Background: an optimization exercise with open tools, aiming at small area. Do not read the settings as production practice.
Function was not checked in any run shown here: the RTL went through the layout flow alone.
Power is estimated from default activity; no workload was simulated.

### flow/run.sh
#!/bin/bash
# Layout flow: the standard flow (standard.sh) with two changes:
#  - port buffers are the smallest buffer, sky130_fd_sc_hd__buf_1
#  - clock tree synthesis inserts no dummy loads
# Every tool's output goes to a log in this folder (and ORFS's own logs).
set -euo pipefail
export BUFFER_PORTS_ARGS="-buffer_cell sky130_fd_sc_hd__buf_1"
export CTS_ARGS="-sink_clustering_enable -repair_clock_nets -dont_use_dummy_load"
bash standard.sh > standard.log 2>&1
### config.mk
export PLATFORM = sky130hd
export DESIGN_NAME = cube_raster
export DESIGN_NICKNAME = cube_raster
export VERILOG_FILES = /design/flow/design.v
export SDC_FILE = /design/flow/constraint.sdc
export NUM_CORES = 4
export LEC_CHECK = 0
export CAP_MARGIN = 20
export CORE_MARGIN = 2
export CORE_UTILIZATION = 40
export SLEW_MARGIN = 20
### constraint.sdc
create_clock -name core_clock -period 5.0 [get_ports {clk}]
set_input_delay 1.0000 -clock core_clock [delete_from_list [all_inputs] [get_ports {clk}]]
set_output_delay 1.0000 -clock core_clock [all_outputs]
set_load 0.01 [all_outputs]
### standard.sh
#!/bin/bash
# synth_recipe.tcl (not shown) runs the flow's synth.tcl, then flattens the netlist and writes it again
# the make line also repeats each setting of config.mk as NAME=value (left out here)
make -C /OpenROAD-flow-scripts/flow DESIGN_CONFIG=/design/flow/config.mk WORK_HOME=/design/flow/orfs CLKGATE_MAP_FILE= SYNTH_SCRIPT=/design/flow/synth_recipe.tcl "${@:-finish}"
### design.v
package cube_pkg;
    localparam int COLOR_W   = 8;                    
    localparam int DIM_W     = 8;                    
    localparam int PRODUCT_W = COLOR_W + DIM_W;      
    localparam int BIT_IDX_W = $clog2(COLOR_W);      
    typedef logic [COLOR_W-1:0]   color_t;           
    typedef logic [DIM_W-1:0]     dim_t;             
    typedef logic [PRODUCT_W-1:0] product_t;         
    typedef logic [BIT_IDX_W-1:0] bit_idx_t;         
    typedef enum logic [2:0] {
        ST_IDLE,                                     
        ST_LOAD,                                     
        ST_MULT,                                     
        ST_SEND,                                     
        ST_FINISHED                                  
    } seq_state_t;
endpackage
module fa_cell (
    input  logic a,
    input  logic b,
    input  logic c,
    output logic s,
    output logic co
);
    assign s  = a ^ b ^ c;
    assign co = (a & b) | (a & c) | (b & c);
endmodule
module ha_cell (
    input  logic a,
    input  logic b,
    output logic s,
    output logic co
);
    assign s  = a ^ b;
    assign co = a & b;
endmodule
module cube_mult (
    input  logic [7:0] a,
    input  logic [7:0] b,
    output logic [7:0] top
);
    logic pp_0_0, pp_0_1, pp_0_2, pp_0_3, pp_0_4, pp_0_5, pp_0_6, pp_0_7, pp_1_0, pp_1_1, pp_1_2, pp_1_3, pp_1_4, pp_1_5, pp_1_6, pp_1_7, pp_2_0, pp_2_1, pp_2_2, pp_2_3, pp_2_4, pp_2_5, pp_2_6, pp_2_7, pp_3_0, pp_3_1, pp_3_2, pp_3_3, pp_3_4, pp_3_5, pp_3_6, pp_3_7, pp_4_0, pp_4_1, pp_4_2, pp_4_3, pp_4_4, pp_4_5, pp_4_6, pp_4_7, pp_5_0, pp_5_1, pp_5_2, pp_5_3, pp_5_4, pp_5_5, pp_5_6, pp_5_7, pp_6_0, pp_6_1, pp_6_2, pp_6_3, pp_6_4, pp_6_5, pp_6_6, pp_6_7, pp_7_0, pp_7_1, pp_7_2, pp_7_3, pp_7_4, pp_7_5, pp_7_6, pp_7_7, s1, c2, s3, c4, s5, c6, s7, c8, s9, c10, s11, c12, s13, c14, s15, c16, s17, c18, s19, c20, s21, c22, s23, c24, s25, c26, s27, c28, s29, c30, s31, c32, s33, c34, s35, c36, s37, c38, s39, c40, s41, c42, s43, c44, s45, c46, s47, c48, s49, c50, s51, c52, s53, c54, s55, c56, s57, c58, s59, c60, s61, c62, s63, c64, s65, c66, s67, c68, s69, c70, s71, c72, s73, c74, s75, c76, s77, c78, s79, c80, s81, c82, s83, c84;
    logic [15:0] row_a, row_b, prod_full;
    assign pp_0_0 = a[0] & b[0];
    assign pp_0_1 = a[0] & b[1];
    assign pp_0_2 = a[0] & b[2];
    assign pp_0_3 = a[0] & b[3];
    assign pp_0_4 = a[0] & b[4];
    assign pp_0_5 = a[0] & b[5];
    assign pp_0_6 = a[0] & b[6];
    assign pp_0_7 = a[0] & b[7];
    assign pp_1_0 = a[1] & b[0];
    assign pp_1_1 = a[1] & b[1];
    assign pp_1_2 = a[1] & b[2];
    assign pp_1_3 = a[1] & b[3];
    assign pp_1_4 = a[1] & b[4];
    assign pp_1_5 = a[1] & b[5];
    assign pp_1_6 = a[1] & b[6];
    assign pp_1_7 = a[1] & b[7];
    assign pp_2_0 = a[2] & b[0];
    assign pp_2_1 = a[2] & b[1];
    assign pp_2_2 = a[2] & b[2];
    assign pp_2_3 = a[2] & b[3];
    assign pp_2_4 = a[2] & b[4];
    assign pp_2_5 = a[2] & b[5];
    assign pp_2_6 = a[2] & b[6];
    assign pp_2_7 = a[2] & b[7];
    assign pp_3_0 = a[3] & b[0];
    assign pp_3_1 = a[3] & b[1];
    assign pp_3_2 = a[3] & b[2];
    assign pp_3_3 = a[3] & b[3];
    assign pp_3_4 = a[3] & b[4];
    assign pp_3_5 = a[3] & b[5];
    assign pp_3_6 = a[3] & b[6];
    assign pp_3_7 = a[3] & b[7];
    assign pp_4_0 = a[4] & b[0];
    assign pp_4_1 = a[4] & b[1];
    assign pp_4_2 = a[4] & b[2];
    assign pp_4_3 = a[4] & b[3];
    assign pp_4_4 = a[4] & b[4];
    assign pp_4_5 = a[4] & b[5];
    assign pp_4_6 = a[4] & b[6];
    assign pp_4_7 = a[4] & b[7];
    assign pp_5_0 = a[5] & b[0];
    assign pp_5_1 = a[5] & b[1];
    assign pp_5_2 = a[5] & b[2];
    assign pp_5_3 = a[5] & b[3];
    assign pp_5_4 = a[5] & b[4];
    assign pp_5_5 = a[5] & b[5];
    assign pp_5_6 = a[5] & b[6];
    assign pp_5_7 = a[5] & b[7];
    assign pp_6_0 = a[6] & b[0];
    assign pp_6_1 = a[6] & b[1];
    assign pp_6_2 = a[6] & b[2];
    assign pp_6_3 = a[6] & b[3];
    assign pp_6_4 = a[6] & b[4];
    assign pp_6_5 = a[6] & b[5];
    assign pp_6_6 = a[6] & b[6];
    assign pp_6_7 = a[6] & b[7];
    assign pp_7_0 = a[7] & b[0];
    assign pp_7_1 = a[7] & b[1];
    assign pp_7_2 = a[7] & b[2];
    assign pp_7_3 = a[7] & b[3];
    assign pp_7_4 = a[7] & b[4];
    assign pp_7_5 = a[7] & b[5];
    assign pp_7_6 = a[7] & b[6];
    assign pp_7_7 = a[7] & b[7];
    ha_cell u_ha2 (.a(pp_0_6), .b(pp_1_5), .s(s1), .co(c2));
    fa_cell u_fa4 (.a(pp_0_7), .b(pp_1_6), .c(pp_2_5), .s(s3), .co(c4));
    ha_cell u_ha6 (.a(pp_3_4), .b(pp_4_3), .s(s5), .co(c6));
    fa_cell u_fa8 (.a(pp_1_7), .b(pp_2_6), .c(pp_3_5), .s(s7), .co(c8));
    ha_cell u_ha10 (.a(pp_4_4), .b(pp_5_3), .s(s9), .co(c10));
    fa_cell u_fa12 (.a(pp_2_7), .b(pp_3_6), .c(pp_4_5), .s(s11), .co(c12));
    ha_cell u_ha14 (.a(pp_0_4), .b(pp_1_3), .s(s13), .co(c14));
    fa_cell u_fa16 (.a(pp_0_5), .b(pp_1_4), .c(pp_2_3), .s(s15), .co(c16));
    ha_cell u_ha18 (.a(pp_3_2), .b(pp_4_1), .s(s17), .co(c18));
    fa_cell u_fa20 (.a(pp_2_4), .b(pp_3_3), .c(pp_4_2), .s(s19), .co(c20));
    fa_cell u_fa22 (.a(pp_5_1), .b(pp_6_0), .c(s1), .s(s21), .co(c22));
    fa_cell u_fa24 (.a(pp_5_2), .b(pp_6_1), .c(pp_7_0), .s(s23), .co(c24));
    fa_cell u_fa26 (.a(c2), .b(s3), .c(s5), .s(s25), .co(c26));
    fa_cell u_fa28 (.a(pp_6_2), .b(pp_7_1), .c(c4), .s(s27), .co(c28));
    fa_cell u_fa30 (.a(c6), .b(s7), .c(s9), .s(s29), .co(c30));
    fa_cell u_fa32 (.a(pp_5_4), .b(pp_6_3), .c(pp_7_2), .s(s31), .co(c32));
    fa_cell u_fa34 (.a(c8), .b(c10), .c(s11), .s(s33), .co(c34));
    fa_cell u_fa36 (.a(pp_3_7), .b(pp_4_6), .c(pp_5_5), .s(s35), .co(c36));
    fa_cell u_fa38 (.a(pp_6_4), .b(pp_7_3), .c(c12), .s(s37), .co(c38));
    fa_cell u_fa40 (.a(pp_4_7), .b(pp_5_6), .c(pp_6_5), .s(s39), .co(c40));
    ha_cell u_ha42 (.a(pp_0_3), .b(pp_1_2), .s(s41), .co(c42));
    fa_cell u_fa44 (.a(pp_2_2), .b(pp_3_1), .c(pp_4_0), .s(s43), .co(c44));
    fa_cell u_fa46 (.a(pp_5_0), .b(c14), .c(s15), .s(s45), .co(c46));
    fa_cell u_fa48 (.a(c16), .b(c18), .c(s19), .s(s47), .co(c48));
    fa_cell u_fa50 (.a(c20), .b(c22), .c(s23), .s(s49), .co(c50));
    fa_cell u_fa52 (.a(c24), .b(c26), .c(s27), .s(s51), .co(c52));
    fa_cell u_fa54 (.a(c28), .b(c30), .c(s31), .s(s53), .co(c54));
    fa_cell u_fa56 (.a(c32), .b(c34), .c(s35), .s(s55), .co(c56));
    fa_cell u_fa58 (.a(pp_7_4), .b(c36), .c(c38), .s(s57), .co(c58));
    fa_cell u_fa60 (.a(pp_5_7), .b(pp_6_6), .c(pp_7_5), .s(s59), .co(c60));
    ha_cell u_ha62 (.a(pp_0_2), .b(pp_1_1), .s(s61), .co(c62));
    fa_cell u_fa64 (.a(pp_2_1), .b(pp_3_0), .c(s41), .s(s63), .co(c64));
    fa_cell u_fa66 (.a(s13), .b(c42), .c(s43), .s(s65), .co(c66));
    fa_cell u_fa68 (.a(s17), .b(c44), .c(s45), .s(s67), .co(c68));
    fa_cell u_fa70 (.a(s21), .b(c46), .c(s47), .s(s69), .co(c70));
    fa_cell u_fa72 (.a(s25), .b(c48), .c(s49), .s(s71), .co(c72));
    fa_cell u_fa74 (.a(s29), .b(c50), .c(s51), .s(s73), .co(c74));
    fa_cell u_fa76 (.a(s33), .b(c52), .c(s53), .s(s75), .co(c76));
    fa_cell u_fa78 (.a(s37), .b(c54), .c(s55), .s(s77), .co(c78));
    fa_cell u_fa80 (.a(s39), .b(c56), .c(s57), .s(s79), .co(c80));
    fa_cell u_fa82 (.a(c40), .b(c58), .c(s59), .s(s81), .co(c82));
    fa_cell u_fa84 (.a(pp_6_7), .b(pp_7_6), .c(c60), .s(s83), .co(c84));
    assign row_a = {1'b0, pp_7_7, c82, c80, c78, c76, c74, c72, c70, c68, c66, c64, c62, pp_2_0, pp_0_1, pp_0_0};
    assign row_b = {1'b0, c84, s83, s81, s79, s77, s75, s73, s71, s69, s67, s65, s63, s61, pp_1_0, 1'b0};
    assign prod_full = row_a + row_b;
    assign top = prod_full[15:8];
endmodule
`timescale 1ns/1ns
module cube_raster
#(
    parameter int NUM_LANES       = 10,
    parameter int WORDS_PER_FRAME = 3,
    parameter int BIT_PERIOD      = 20,
    parameter int ONE_HIGH        = 13,
    parameter int ZERO_HIGH       = 6
) (
    input  logic                   clk,
    input  logic                   reset,
    input  logic                   enable_i,
    input  logic                   ack_i,
    input  logic                   pix_valid_i,
    output logic                   pix_ready_o,
    input  cube_pkg::color_t [NUM_LANES-1:0] pix_color_i,    
    input  cube_pkg::dim_t pix_dim_i,
    output logic                   finished_o,
    output logic [NUM_LANES-1:0]   sout_o
);
    logic st_mult, st_send;
    logic idle, active, xfer;
    logic q_last, q_end, w_zero, word_done;
    logic [4:0] q;                                   
    logic [2:0] w;                                   
    logic [1:0] word_cnt;
    logic       last_word;
    logic [7:0] dim_q;
    logic [7:0] ring_q [NUM_LANES];
    logic [NUM_LANES-1:0] bit_q;                     
    logic [7:0]  prod_top;                          
    logic       prod_bit;
    assign idle      = ~(pix_ready_o | st_mult | st_send | finished_o);
    assign active    = st_mult | st_send;
    assign xfer      = pix_ready_o & pix_valid_i;
    assign q_last    = (q == 5'd19);
    assign q_end     = (q == 5'd2);
    assign w_zero    = (w == 3'd0);
    assign word_done = st_send & q_end & w_zero;
    assign last_word = (word_cnt == 2'(WORDS_PER_FRAME - 1));
    always_ff @(posedge clk) begin
        if (reset) begin
            pix_ready_o <= 1'b0;
            st_mult     <= 1'b0;
            st_send     <= 1'b0;
            finished_o  <= 1'b0;
            word_cnt    <= '0;
        end else begin
            pix_ready_o <= (idle & enable_i) | (pix_ready_o & ~pix_valid_i) | (word_done & ~last_word);
            st_mult     <= xfer | (st_mult & ~q_end);
            st_send     <= (st_mult & q_end) | (st_send & ~word_done);
            finished_o  <= (word_done & last_word) | (finished_o & ~ack_i);
            if (word_done) begin
                word_cnt <= last_word ? '0 : word_cnt + 1'b1;
            end
        end
    end
    always_ff @(posedge clk) begin
        if (!active) begin
            q <= 5'd15;
            w <= 3'd7;
        end else begin
            q <= q_last ? 5'd0 : q + 1'b1;
            if (q_last) begin
                w <= w + 1'b1;
            end
        end
    end
    always_ff @(posedge clk) begin
        if (pix_ready_o) begin
            dim_q <= pix_dim_i;
        end
    end
    for (genvar p = 0; p < NUM_LANES; p++) begin : g_ring
        always_ff @(posedge clk) begin
            if (pix_ready_o) begin
                ring_q[p] <= pix_color_i[(14 - p) % 10];
            end else begin
                ring_q[p] <= ring_q[(p + 1) % NUM_LANES];
            end
        end
    end
    always_ff @(posedge clk) begin
        if (q <= 5'd9) begin
            bit_q <= {bit_q[NUM_LANES-2:0], prod_bit};
        end
    end
    for (genvar i = 0; i < NUM_LANES; i++) begin : g_lane
        assign sout_o[i] = st_send & (q >= 5'd5) & ((q <= 5'd10) | ((q <= 5'd17) & bit_q[i]));
    end
    cube_mult i_cube_mult (
        .a   (ring_q[0]),
        .b   (dim_q),
        .top (prod_top)
    );
    assign prod_bit = prod_top[3'd7 - w];
endmodule
==> impl.org, run 1 <==
** Clock tree
- # Post-CTS Setup Buffers :: 0
- Hold buffer count at cts :: 0
- The tree built by TritonCTS fans out to 112 sinks.
- After clock tree synthesis, the clock-pin slew on the worst setup and hold paths is 60 ps.
- Maximum buffer depth of the clock tree :: 2
- The later pin in the worst-skew pair is clocked with a latency of 350 ps.
- Clock tree from TritonCTS :: built
- Htree depth :: 3
- Cts repair resizes :: 0
- In this run the clock root is driven by a clkbuf_16.
- Number of buffers created by CTS :: 9

** Global routing
- Vias in the first global route :: 3,967
- Entering global routing, the biggest net connects 50 pins.
- Gr ovfl total :: 0
- The first global-routing pass estimated 19,100 um of wire.
- The initial antenna violation count is 0.
- For this run, the total global-route usage over all layers was measured as 16.3%.

** Drt
- The pre-antenna-repair detailed-routing pass consisted of 4 iterations.
- Final WL :: 11,300 um
- Using the TritonRoute via totals, the vias-per-cell ratio works out to 4.78.
- In this run the remaining antenna-violating nets after routing total 0.
- DR WL/cell :: 14.3 um
- For this block, the via count after detailed routing is 3,783.
- After detailed routing, the number of remaining DRC violations is 0.
- After the first detailed-routing iteration, the DRC count stood at 151.

** Yosys
- Sorting the synthesized cells by area gives the leading types as dfxtp_1 33%, mux2_2 16%, fa_1 12%, edfxtp_1 9.5%, ha_1 5.5%.
- Most frequently used cell type in the post-synthesis netlist :: dfxtp_1
- Of the synthesized area, sequential elements account for 42.6%.
- Flip-flop cell with the highest count after synthesis :: dfxtp_1
- The synthesized design contains 18 enable-type register cells.
- Net count of the mapped netlist :: 668
- Gate Count Post-Synth :: 515
- Averaged over all synthesized cells, the footprint is 11.0 um2.
- The biggest area contributor in the post-synthesis netlist is dfxtp_1.
- In the synthesized netlist the async set-or-reset flop fraction comes to 0%.
- Synth unique cells :: 45
- Of the post-synthesis cell area, the dominant cell type holds 33.1%.
- Netlist area before placement :: 5680 um2
- After synthesis, the most frequently instantiated cells are 94 x dfxtp_1, 80 x mux2_2, 62 x inv_1.
- Number of warning messages in the yosys log :: 3
- Synthesis inferred 112 register bits.

** Die
- In this run the standard cell core region covers 13,900 um2.
- Full die area :: 15,200 um2
- During I/O placement, the number of pins put on the boundary was 105.
- Die boundary height :: 123 um
- In this run the horizontal extent of the chip is 123 um.
- The floorplan has 43 rows.
- For this configuration, the core starts out at a cell density of 41.0%.

** Timing
- Measured against its own limit, the worst slew margin works out to 27.9%.
- Derived from the worst setup path, the maximum achievable clock frequency is 217 MHz.
- For the finished layout, the period the worst path requires is 4610 ps.
- For the final database, setup skew stands at 14.0 ps.
- Max-slew violations :: 0
- Unrepaired setup endpoints after global routing :: no
- Final setup fails :: 0
- For the pin with the worst max-slew slack, the measured transition is 1070 ps.
- Share of the clock period used by the worst path :: 92.2%
- TNS Setup :: 0 ps
- Across all setup checks in the final design, the least slack found is 390 ps.
- Final hold violations :: 0
- Worst hold slack across all endpoints :: 452 ps

** Power and ir drop
- Power spread over the standard cell area amounts to 501 nW/um2.
- VDD sags by at most 0.292 mV.
- Power comes to 3.24 mW.
- Summed over all cells, the static leakage comes to 2.72 nW.

** Placed design
- HPWL Detailed :: 8670 um
- Final estimated routing congestion in global placement :: 0.874
- Number of buffer cells added on primary ports :: 104
- Standard cell area after detailed placement :: 6240 um2
- Prior to clock tree synthesis, the placed netlist has a worst setup slack of 388 ps.
- Once placement completed, the tool counted placed cells totaling 782.

** Critical path
- Measured in cells, the most critical reg-to-reg path has a length of 14.
- Arrival time worst endpoint :: 4690 ps
- The worst setup path is captured at a flop.
- Most common cell type on the critical path :: fa_1
- Crit path launch :: dim_q[7]$_DFFE_PP_
- Crit start category :: flop
- The startpoint identified for the worst register-to-register timing path is dim_q[7]$_DFFE_PP_.
- Traced cell by cell, the critical path runs through nand2_1, fa_1, fa_1, fa_1, fa_1, inv_1, ha_1, a211oi_1, o21bai_1, o221ai_2, nand2_2, xor2_1, a2111oi_2, a311oi_1.
- The critical path is of the reg2reg type.
- Highest fanout seen on the critical path :: 8
- In this design, the stage delay of the slowest critical-path cell is 510 ps.
- Critical register-to-register path endpoint :: bit_q[0]$_DFFE_PP_
- Internal reg-to-reg setup slack :: 390 ps
- The slowest stage of the critical path belongs to the cell fa_1.
- Setup crit end :: bit_q[0]$_DFFE_PP_
- Required @ worst endpoint :: 5080 ps

** Worst hold path
- Class of the tightest hold or removal check :: reg2reg
- Counting instances, the worst hold path has a depth of 1.

** Finish
- The count of cells in the finished layout, fillers not included, comes to 791.
- Fraction of final layout cells sized beyond drive strength 1 :: 16.0%
- ANT cells :: 0
- Layout Nets :: 766
- Layout Area Growth over Synthesis :: 13.8%
- Filler instances :: 1,326
- End-of-flow core utilization :: 46.6%
- Summing all non-filler instances in the final layout gives an area of 6470 um2.

** Run
- Number of max-cap violations :: 0

** Run status
- The flow ran to the end and the layout has no timing, DRC or antenna violations.
==> how the worst min path moves through the flow <==
stage,endpoint,slack [ps],from
after floorplan,bit_q[1]$_DFFE_PP_,430,bit_q[0]$_DFFE_PP_
after global placement,ring_q[3][7]$_DFF_P_,440,ring_q[4][7]$_DFF_P_
after detailed placement,bit_q[6]$_DFFE_PP_,440,bit_q[5]$_DFFE_PP_
after CTS,bit_q[3]$_DFFE_PP_,450,bit_q[2]$_DFFE_PP_
after global routing,ring_q[1][4]$_DFF_P_,460,ring_q[2][4]$_DFF_P_
final,ring_q[3][5]$_DFF_P_,450,ring_q[4][5]$_DFF_P_
==> logic make-up (layout without fill, tap and decap cells) <==
group	Yosys count	in the layout	synth area share [%]
buf+inv	80	176	5.28
simple gates	116	116	10.2
xor+xnor	6	6	0.924
compound gates	60	60	7.11
mux	81	81	16.0
flops	112	112	42.6
fa+ha+maj	60	60	17.8
==> cell usage in the layout (no fill, tap or decap), types with 4 or more instances in the layout <==
cell       count
xnor2_1        4
o21ai_0        7
edfxtp_1      18
nor2_1         9
ha_1          25
a21oi_1       18
buf_1        104
fa_1          35
nor3_1         5
nand2_1       48
o21ai_1        4
clkbuf_16      9
mux2_2        80
inv_1         62
dfxtp_1       93
and2_1        32
==> registers in the layout, summed over array words and instances (netlist names) <==
register / flops
q: 5
finished_o: 1
st_send: 1
dim_q: 8
w: 3
pix_ready_o: 1
word_cnt: 2
ring_q: 80
st_mult: 1
bit_q: 10
==> where the power goes <==
part | internal, mW | total [mW] | switching, mW
combinational | 0.675 | 1.43 | 0.757
sequential | 1.10 | 1.20 | 0.100
clock | 0.319 | 0.611 | 0.293
==> worst max-delay path, delay by kind of cell, from the launching register on <==
| kind | cells | cell delay [ps] |
|---|---|---|
| AND/OR/NAND/NOR | 2 | 190 |
| flip-flops | 1 | 480 |
| adder cells (fa/ha/maj) | 5 | 2260 |
| buffers and inverters | 1 | 40 |
| AO/OA/AOI/OAI | 5 | 1220 |
| XOR/XNOR | 1 | 150 |
==> routing by layer <==
metal | global-route usage (%) | up-vias | wire (um)
met4 | 5.75 | 0 | 198
met5 | 0 | - | 0
met2 | 26.4 | 86 | 5250
met1 | 19.9 | 1780 | 5120
li1 | - | 1899 | -
met3 | 6.00 | 18 | 741
==> area by class of cell <==
class / count / area (um2) / share of cell area, %
inverters: 62 / 233 / 3.60
flip-flops and latches: 112 / 2430 / 37.5
multi-input cells: 323 / 2960 / 45.8
repair buffers: 105 / 398 / 6.15
well taps: 180 / 225 / 3.48
clock buffers: 9 / 225 / 3.48
==> inputs of run 2 (changes only) <==
==> run.sh (new file) <==
#!/bin/bash
# synth_recipe.tcl (not shown) runs the flow's synth.tcl, then flattens the netlist and writes it again
# the make line also repeats each setting of config.mk as NAME=value (left out here)
make -C /OpenROAD-flow-scripts/flow DESIGN_CONFIG=/design/flow/config.mk WORK_HOME=/design/flow/orfs CLKGATE_MAP_FILE= SYNTH_SCRIPT=/design/flow/synth_recipe.tcl finish
removed: flow/run.sh
removed: standard.sh
==> impl.org, run 2 <==
** Finish
- Layout Area Growth over Synthesis :: 27.0%
- Area occupied by registers :: 2430 um2
- Leaving out fill and tap cells, the most frequent cell in the layout is clkdlybuf4s50_1.
- Filler instances :: 1,241
- Fraction of final layout cells sized beyond drive strength 1 :: 17.2%
- Number of flip-flops under the largest register name :: 80
- Ranked by flip-flop count, first place goes to ring_q.
- ANT cells :: 0
- Largest registers :: ring_q: 80 flops, bit_q: 10 flops, dim_q: 8 flops
- Commonest cells after routing, fill and taps aside :: 104 x clkdlybuf4s50_1, 93 x dfxtp_1, 80 x mux2_2
- Combined area of the multi-input logic cells :: 2970 um2
- Design area :: 7220 um2
- In the final design database the tool counted 766 nets.

** Clock tree
- The tree built by TritonCTS fans out to 112 sinks.
- Clock transition at the registers of the reported paths :: 70 ps
- After clock tree synthesis, the setup repair step added 0 buffers.
- TritonCTS built the clock tree.
- Hold buffer count at cts :: 0
- Clock insertion delay at the later pin of the skew report :: 350 ps
- Post-CTS repair changed the size of 0 cells.
- In this run, CTS created clock tree buffers numbering 9.
- Counting along the longest clock path gives a buffer depth of 2.
- The tree is rooted in a clkbuf_16.
- The H-tree generated during clock tree synthesis spans 3 levels.

** Critical path
- In this run the worst setup path terminates at bit_q[0]$_DFFE_PP_.
- The cell that appears most often on the critical path is fa_1.
- The slowest stage of the critical path belongs to the cell dfxtp_1.
- Crit path launch :: ring_q[0][1]$_DFF_P_
- At the worst endpoint, the arrival time is 4690 ps.
- Together, buffers and inverters on the worst path number 1.
- Crit path kind :: reg2reg
- The worst setup path is launched from a flop.
- Launch instance of the worst register-to-register path :: ring_q[0][1]$_DFF_P_
- In this design, the stage delay of the slowest critical-path cell is 510 ps.
- Internal reg-to-reg setup slack :: 410 ps
- The signal on the critical path passes through nand2_1, fa_1, fa_1, fa_1, fa_1, inv_1, ha_1, a211oi_1, o21bai_1, o221ai_2, nand2_2, xor2_1, a2111oi_2, a311oi_1.
- Along the worst path, the maximum fanout reaches 9.
- Largest delay contributor family on the critical path :: adder cells
- Critical register-to-register path endpoint :: bit_q[0]$_DFFE_PP_
- Critical Path Sink Type :: flop
- Counting cells, the worst reg-to-reg path comes to 14.
- Stages on worst setup path :: 14
- Required @ worst endpoint :: 5090 ps

** Die
- Initial standard-cell utilization of the core :: 41.0%
- After floorplanning, the core was divided into 43 placement rows.
- Placeable core area :: 13,900 um2
- Die boundary height :: 123 um
- The floorplan step set the die width to 123 um.
- The floorplan step defined a die boundary enclosing 15,200 um2.
- Boundary Pins :: 105

** Yosys
- Of all cell types, the one taking the most synthesized area is dfxtp_1.
- Synth area leaders :: dfxtp_1 33%, mux2_2 16%, fa_1 12%, edfxtp_1 9.5%, ha_1 5.5%
- Flip-flop cell with the highest count after synthesis :: dfxtp_1
- Number of warning messages in the yosys log :: 3
- Synthesis produced 515 cells.
- Leading post-synthesis cells by instance count :: 94 x dfxtp_1, 80 x mux2_2, 62 x inv_1
- Synthesis inferred 112 register bits.
- Synthesized area divided by synthesized cell count :: 11.0 um2
- Synth unique cells :: 45
- Netlist area before placement :: 5680 um2
- Async set-or-reset flop fraction in the synthesized netlist :: 0%
- Count of flip-flops with a built-in enable after synthesis :: 18
- Most frequently used cell type in the post-synthesis netlist :: dfxtp_1
- After synthesis, the largest area contributor takes up 33.1% of total cell area.
- Net count of the mapped netlist :: 668
- Sequential cell area fraction in the yosys report :: 42.6%

** Timing
- Unrepaired setup endpoints after global routing :: no
- Timing would allow up to 218 MHz.
- Counting I/O delays and the setup requirement, the final critical path takes 4590 ps.
- Worst rel slew slack :: 38.1%
- Setup slack closes at 407 ps.
- Setup total negative slack on the finished layout was measured at 0 ps.
- Max-slew violations :: 0
- Final setup fails :: 0
- The number of hold violations in the final report came to 0.
- Share of the clock period used by the worst path :: 91.9%
- Worst-margin pin slew :: 928 ps
- Across the routed clock network, the largest skew measured is 8.95 ps.
- On the final layout, the worst hold slack is 453 ps.

** Drt
- The final route contains 3,855 vias.
- After detailed routing, the number of remaining DRC violations is 0.
- After detailed routing, the average wire length per cell comes to 14.8 um.
- Number of search-and-repair iterations in the first detailed-routing pass :: 4
- In the routed layout, each cell is associated on average with a via count of 4.83.
- The routed design has 11,800 um of wire.
- First-iteration detailed-routing DRC count :: 163
- Count of nets left with antenna violations after detail routing :: 0

** Worst hold path
- Class of the tightest hold or removal check :: reg2reg

** Run
- Number of max-cap violations :: 0

** Global routing
- Summed over all layers, the global routing overflow is 0.
- First-pass GRT wire length :: 19,700 um
- In the global route stage, overall resource usage came out at 16.8%.
- Number of antenna violations at the first check in global routing :: 0
- The via count of the first global-routing pass was 4,208.
- Entering global routing, the biggest net connects 50 pins.

** Placed design
- HPWL Detailed :: 8990 um
- Number of buffer cells added on primary ports :: 104
- Final estimated routing congestion in global placement :: 0.816
- Standard cell area after detailed placement :: 6890 um2
- DP Worst Slack :: 413 ps

** Power and ir drop
- Cell leakage power :: 3.04 nW
- The completed layout was analyzed and its total power is 3.43 mW.
- Across the VDD grid, the largest voltage drop is 0.241 mV.
- Pwr Density :: 475 nW/um2

** Run status
- The run finished with no timing, DRC or antenna violations.
## run 2: logic make-up after synthesis
logic type | share of synthesized area, %
AO/OA/AOI/OAI | 7.11
XOR/XNOR | 0.924
adder cells (fa/ha/maj) | 17.8
buffers and inverters | 5.28
flip-flops | 42.6
multiplexers | 16.0
AND/OR/NAND/NOR | 10.2
## run 2: worst min-delay path by stage
stage	from	end	slack [ps]	cells after the start
4_1_cts	bit_q[8]$_DFFE_PP_	bit_q[9]$_DFFE_PP_	460	0
3_3_place_gp	bit_q[8]$_DFFE_PP_	bit_q[9]$_DFFE_PP_	430	0
6_report	bit_q[8]$_DFFE_PP_	bit_q[9]$_DFFE_PP_	450	0
5_1_grt	ring_q[2][4]$_DFF_P_	ring_q[1][4]$_DFF_P_	470	1
3_5_place_dp	bit_q[5]$_DFFE_PP_	bit_q[6]$_DFFE_PP_	430	0
2_1_floorplan	bit_q[0]$_DFFE_PP_	bit_q[1]$_DFFE_PP_	430	0
## run 2: layout make-up
class | instances | area share, %
multi-input combinational | 323 | 41.1
timing repair buffer | 105 | 14.5
clock buffer | 11 | 3.66
clock inverter | 5 | 0.745
inverter | 62 | 3.22
tap | 180 | 3.12
sequential | 112 | 33.6
## run 2: stage by stage
step,utilization (%),instances
after detailed placement,49.7,782
final,52.0,798
after global placement,49.7,782
after floorplan,-,515
after global routing,52.0,798
after CTS,52.0,798
## run 2: power by group
part / leakage (nW) / total [mW] / internal (mW) / switching, mW
Sequential: 0.955 / 1.20 / 1.10 / 0.101
Clock: 0.157 / 0.742 / 0.395 / 0.347
Combinational: 1.93 / 1.49 / 0.720 / 0.770
## run 2: routing by layer
layer	vias up	share of wire [%]	global-route usage (%)
met5	-	0	0
met1	1831	43	19.4
met4	0	1.1	4.12
met3	14	8.0	7.33
met2	103	48	28.6
li1	1907	-	-

## afterwards: timing with drivers on the ports
How much do the figures lean on ideal ports? The routed layouts below were timed once more, with nothing changed but the port constraints. Step 1: set_driving_cell puts a clkbuf_16 on clk and a buf_2 on each other input, an assumption about the parent block. Step 2 also shifts input and output timing later by t, the mid clock arrival at the registers, as if the neighbouring blocks saw the same clock. Three values: ideal, step 1, step 2; two values: the first two.
| run | t (ns) | slack for setup (ns) | worst setup path after step 2 | cell pins on the clock port's net |
|---|---|---|---|---|
| run 1 | 0.380 | 0.390 / 0.390 / 0.390 | register to register | 1 |
| run 2 | 0.388 | 0.407 / 0.407 / 0.407 | register to register | 1 |
After both steps setup and hold are still met in every run listed.
